Context: an optimization exercise on an open-source flow, tuned for small area and a short achievable clock period. The choices shown serve that exercise and are no tape-out recipe.
In this exercise RTL edits were held to simulation tests only and were not proved equivalent to the original.
Power is estimated from default activity; no workload was simulated.

## divTop
module divTop (
    input  logic        clk,
    input  logic        arstN,
    input  logic        inValid,
    input  logic [15:0] dividend,
    input  logic [15:0] divisor,
    output logic        outValid,
    output logic [15:0] quotient,
    output logic [15:0] remainder,
    output logic        err
);
    logic [14:0] am_c, dm_c;
    logic        neg_c, err_c;
    assign am_c  = dividend[15] ? (~dividend[14:0] + 15'd1) : dividend[14:0];
    assign dm_c  = divisor[15] ? (~divisor[14:0] + 15'd1) : divisor[14:0];
    assign neg_c = dividend[15] ^ divisor[15];
    assign err_c = (dividend == 16'h8000) || (divisor[14:0] == 15'd0);
    logic am14_c, dOne_c;
    assign am14_c = dividend[15] ? (~dividend[14] ^ (dividend[13:0] == 14'd0)) : dividend[14];
    assign dOne_c = (divisor == 16'h0001) || (divisor == 16'hffff);
    logic [0:0] qs0, r0;
    assign qs0 = am14_c & dOne_c;
    assign r0  = am14_c & ~dOne_c;
    logic [13:0] ar_1;
    assign ar_1 = am_c[13:0];
    logic v_1;
    always_ff @(posedge clk or negedge arstN)
        if (!arstN) v_1 <= 1'b0;
        else        v_1 <= inValid;
    logic [14:0] d_1;
    logic [13:0] a_1;
    logic [0:0] q_1;
    logic [0:0] r_1;
    logic [0:0] neg_1;
    logic [0:0] err_1;
    always_ff @(posedge clk) begin
        d_1 <= dm_c;
        a_1 <= ar_1;
        q_1 <= qs0;
        r_1 <= r0;
        neg_1 <= neg_c;
        err_1 <= err_c;
    end
    logic [1:0] s1;
    assign s1 = {r_1, a_1[13]};
    logic [2:0] t1;
    assign t1 = {1'b0, s1} - {1'b0, d_1[1:0]};
    logic qb1;
    assign qb1 = ~t1[2] & (d_1[14:2] == 13'd0);
    logic [1:0] r1;
    assign r1 = qb1 ? t1[1:0] : s1;
    logic [1:0] qs1;
    assign qs1 = {q_1, qb1};
    logic [2:0] s2;
    assign s2 = {r1, a_1[12]};
    logic [3:0] t2;
    assign t2 = {1'b0, s2} - {1'b0, d_1[2:0]};
    logic qb2;
    assign qb2 = ~t2[3] & (d_1[14:3] == 12'd0);
    logic [2:0] r2;
    assign r2 = qb2 ? t2[2:0] : s2;
    logic [2:0] qs2;
    assign qs2 = {qs1, qb2};
    logic [3:0] s3;
  ...
Size: about 1500 cells after synthesis, ~320 flip-flops, about 69 I/O pins.
Settings: LEC_CHECK=0, ABC_AREA=1, CAP_MARGIN=20, CORE_MARGIN=2, CORE_UTILIZATION=40, CTS_BUF_LIST=sky130_fd_sc_hd__clkbuf_16, CTS_CLUSTER_DIAMETER=150, CTS_CLUSTER_SIZE=25, SLEW_MARGIN=20; clock period 11.0 ns.
standard.sh (not shown) runs the stock make flow with config.mk's settings and CLKGATE_MAP_FILE= SYNTH_SCRIPT=/design/flow/synth_recipe.tcl, a recipe that flattens the netlist after the stock synthesis.
==> flow/flow/run.sh <==
#!/bin/bash
# Standard layout (the standard.sh) with three changes:
#  - timing repair aims flow/margin.txt ns below the clock period (SETUP_SLACK_MARGIN),
#  - yosys maps carry lookahead ($lcu) with flow/lcu.v instead of Kogge-Stone,
#  - any extra ORFS make variables listed one per line in flow/extra.txt.
# The whole output goes to standard_flow.log here; ORFS's own logs are under orfs/logs.
set -euo pipefail
cd "$(dirname "$0")/.."
MARGIN=$(cat flow/margin.txt)
ARGS=()
if [[ -f flow/lcu.v ]]; then
  ARGS+=("SYNTH_OPERATIONS_ARGS=-extra-map $PWD/flow/lcu.v")
fi
if [[ -f flow/extra.txt ]]; then
  while IFS= read -r line; do
    [[ -n "$line" ]] && ARGS+=("$line")
  done < flow/extra.txt
fi
bash standard.sh "SETUP_SLACK_MARGIN=$MARGIN" "${ARGS[@]}" finish > standard_flow.log 2>&1
==> flow/flow/extra.txt <==
BUFFER_PORTS_ARGS=-buffer_cell sky130_fd_sc_hd__buf_2
==> flow/flow/lcu.v <==
// Carry lookahead for yosys's $lcu: Brent-Kung for every carry, except the top two,
// which come from a balanced (Sklansky) tree so the carry out stays at log2 depth.
(* techmap_celltype = "$lcu" *)
module _80_lcu_hybrid (P, G, CI, CO);
	parameter WIDTH = 2;

	(* force_downto *)
	input [WIDTH-1:0] P, G;
	input CI;

	(* force_downto *)
	output reg [WIDTH-1:0] CO;

	integer i, j, k;
	(* force_downto *)
	reg [WIDTH-1:0] p, g, ps, gs;

	wire [1023:0] _TECHMAP_DO_ = "proc; opt -fast";

	always @* begin
		p = P;
		g = G;
		g[0] = g[0] | (p[0] & CI);
		ps = p;
		gs = g;

		// Sklansky: at level i every position with bit i set takes in the group
		// that ends just below its aligned block of 2**i
		for (i = 0; i < $clog2(WIDTH); i = i + 1) begin
			for (j = 0; j < WIDTH; j = j + 1) begin
				if ((j >> i) & 1) begin
					k = ((j >> (i + 1)) << (i + 1)) + (1 << i) - 1;
					gs[j] = gs[j] | ps[j] & gs[k];
					ps[j] = ps[j] & ps[k];
				end
			end
		end

		// Brent-Kung
		for (i = 1; i <= $clog2(WIDTH); i = i+1) begin
			for (j = 2**i - 1; j < WIDTH; j = j + 2**i) begin
				g[j] = g[j] | p[j] & g[j - 2**(i-1)];
				p[j] = p[j] & p[j - 2**(i-1)];
			end
		end
		for (i = $clog2(WIDTH); i > 0; i = i-1) begin
			for (j = 2**i + 2**(i-1) - 1; j < WIDTH; j = j + 2**i) begin
				g[j] = g[j] | p[j] & g[j - 2**(i-1)];
				p[j] = p[j] & p[j - 2**(i-1)];
			end
		end

		CO = g;
		CO[WIDTH-1] = gs[WIDTH-1];
		if (WIDTH > 1)
			CO[WIDTH-2] = gs[WIDTH-2];
	end
endmodule
==> flow/flow/margin.txt <==
7.5
The first run finished clean.
Rerun with:
==> flow/flow/run.sh (replaced) <==
#!/bin/bash
# Standard layout (the standard.sh), with timing repair aiming a few ns below the clock
# period (flow/margin.txt, passed as SETUP_SLACK_MARGIN) and any extra ORFS make variables
# listed one per line in flow/extra.txt. The whole output goes to standard_flow.log here.
set -euo pipefail
cd "$(dirname "$0")/.."
MARGIN=$(cat flow/margin.txt)
ARGS=()
if [[ -f flow/extra.txt ]]; then
  while IFS= read -r line; do
    [[ -n "$line" ]] && ARGS+=("$line")
  done < flow/extra.txt
fi
bash standard.sh "SETUP_SLACK_MARGIN=$MARGIN" "${ARGS[@]}" finish > standard_flow.log 2>&1
==> flow/flow/margin.txt (replaced) <==
6.5
removed: flow/flow/lcu.v
Result: Hold slack hardly moves. Global-route usage increases by 3.2 points. Die area increases by about 9%. Wire length increases by 26%. Total power increases by 5.8%. Setup slack improves by 51 ps. Synthesized area increases by about 10%.
Rerun with:
==> flow/run.sh (new file) <==
#!/bin/bash
# synth_recipe.tcl (not shown) runs the flow's synth.tcl, then flattens the netlist and writes it again
# the make line also repeats each setting of config.mk as NAME=value (left out here)
make -C /OpenROAD-flow-scripts/flow DESIGN_CONFIG=/design/flow/config.mk WORK_HOME=/design/flow/orfs CLKGATE_MAP_FILE= SYNTH_SCRIPT=/design/flow/synth_recipe.tcl finish
- SETUP_SLACK_MARGIN: unset -> 5
removed: flow/flow/run.sh
removed: flow/flow/extra.txt
removed: flow/flow/margin.txt
removed: flow/standard.sh
Result: The changed run ran to the end with no violations; die area does not change; clock power is higher by 4.3%; final cell count hardly moves; via count stays flat; setup slack gets worse by 230 ps; wire length is higher by 2.7%; design area is higher by 2.2%; clock-buffer cell count is unchanged; synthesized cell count does not change; hold slack gets worse by 6.1 ps; global-route usage is higher by 0.37 points.
Rerun with:
==> flow/flow/run.sh (new file) <==
#!/bin/bash
# Standard layout (the standard.sh) with three changes:
#  - timing repair aims flow/margin.txt ns below the clock period (SETUP_SLACK_MARGIN),
#  - yosys maps carry lookahead ($lcu) with flow/lcu.v instead of Kogge-Stone,
#  - any extra ORFS make variables listed one per line in flow/extra.txt.
# The whole output goes to standard_flow.log here; ORFS's own logs are under orfs/logs.
set -euo pipefail
cd "$(dirname "$0")/.."
MARGIN=$(cat flow/margin.txt)
ARGS=()
if [[ -f flow/lcu.v ]]; then
  ARGS+=("SYNTH_OPERATIONS_ARGS=-extra-map $PWD/flow/lcu.v")
fi
if [[ -f flow/extra.txt ]]; then
  while IFS= read -r line; do
    [[ -n "$line" ]] && ARGS+=("$line")
  done < flow/extra.txt
fi
bash standard.sh "SETUP_SLACK_MARGIN=$MARGIN" "${ARGS[@]}" finish > standard_flow.log 2>&1
==> flow/flow/extra.txt (new file) <==
BUFFER_PORTS_ARGS=-buffer_cell sky130_fd_sc_hd__buf_2
==> flow/flow/lcu.v (new file) <==
// Carry lookahead for yosys's $lcu: Sklansky for every carry.
(* techmap_celltype = "$lcu" *)
module _80_lcu_sklansky (P, G, CI, CO);
	parameter WIDTH = 2;

	(* force_downto *)
	input [WIDTH-1:0] P, G;
	input CI;

	(* force_downto *)
	output reg [WIDTH-1:0] CO;

	integer i, j, k;
	(* force_downto *)
	reg [WIDTH-1:0] p, g, ps, gs;

	wire [1023:0] _TECHMAP_DO_ = "proc; opt -fast";

	always @* begin
		p = P;
		g = G;
		g[0] = g[0] | (p[0] & CI);
		ps = p;
		gs = g;

		// Sklansky: at level i every position with bit i set takes in the group
		// that ends just below its aligned block of 2**i
		for (i = 0; i < $clog2(WIDTH); i = i + 1) begin
			for (j = 0; j < WIDTH; j = j + 1) begin
				if ((j >> i) & 1) begin
					k = ((j >> (i + 1)) << (i + 1)) + (1 << i) - 1;
					gs[j] = gs[j] | ps[j] & gs[k];
					ps[j] = ps[j] & ps[k];
				end
			end
		end

		CO = gs;
	end
endmodule
==> flow/flow/margin.txt (new file) <==
7.5
==> flow/standard.sh (new file) <==
#!/bin/bash
# synth_recipe.tcl (not shown) runs the flow's synth.tcl, then flattens the netlist and writes it again
# the make line also repeats each setting of config.mk as NAME=value (left out here)
make -C /OpenROAD-flow-scripts/flow DESIGN_CONFIG=/design/flow/config.mk WORK_HOME=/design/flow/orfs CLKGATE_MAP_FILE= SYNTH_SCRIPT=/design/flow/synth_recipe.tcl "${@:-finish}"
- SETUP_SLACK_MARGIN: 5 -> unset
removed: flow/run.sh
=> The new run went through all stages and came out clean. Count of clock-buffer cells in the layout does not change. Power fell by about 7%. Setup slack improved by 230 ps. Cell count fell by 12%. Routed wire length fell by 20%. Die area fell by about 7.5%.

what the ideal ports hide:
Ports are ideal in the flow. The routed layouts listed here were re-timed in OpenROAD. Step 1: set_driving_cell puts a clkbuf_16 on clk and a buf_2 on each other input, an assumption about the parent block. Step 2 times the ports against the registers' clock, not the clock port: input delays grow and output delays shrink by t, the midpoint of the rising clock arrivals with the driver on. Three values: ideal ports, drivers, drivers and shift; two values: the first two.
| run | t (ns) | slack for setup (ns) | worst hold slack (ns) | clock arrival spread, ns | worst data-port slew with drivers (ns) |
|---|---|---|---|---|---|
| the first run | 0.554 | 7.319 / 7.319 / 7.259 | 0.323 / 0.323 / 0.323 | 0.012 / 0.012 | 0.03 |
| the second run | 0.544 | 7.371 / 7.371 / 7.323 | 0.326 / 0.326 / 0.326 | 0.022 / 0.023 | 0.04 |
| the third run | 0.546 | 7.138 / 7.138 / 6.971 | 0.320 / 0.320 / 0.320 | 0.017 / 0.016 | 0.05 |
| the fourth run | 0.546 | 7.370 / 7.370 / 7.254 | 0.328 / 0.328 / 0.328 | 0.020 / 0.020 | 0.03 |
After both steps every run listed still meets setup and hold. For the third run, which loses most, drivers alone change the setup slack by 0.000 ns; drivers and shift together by -0.167 ns.
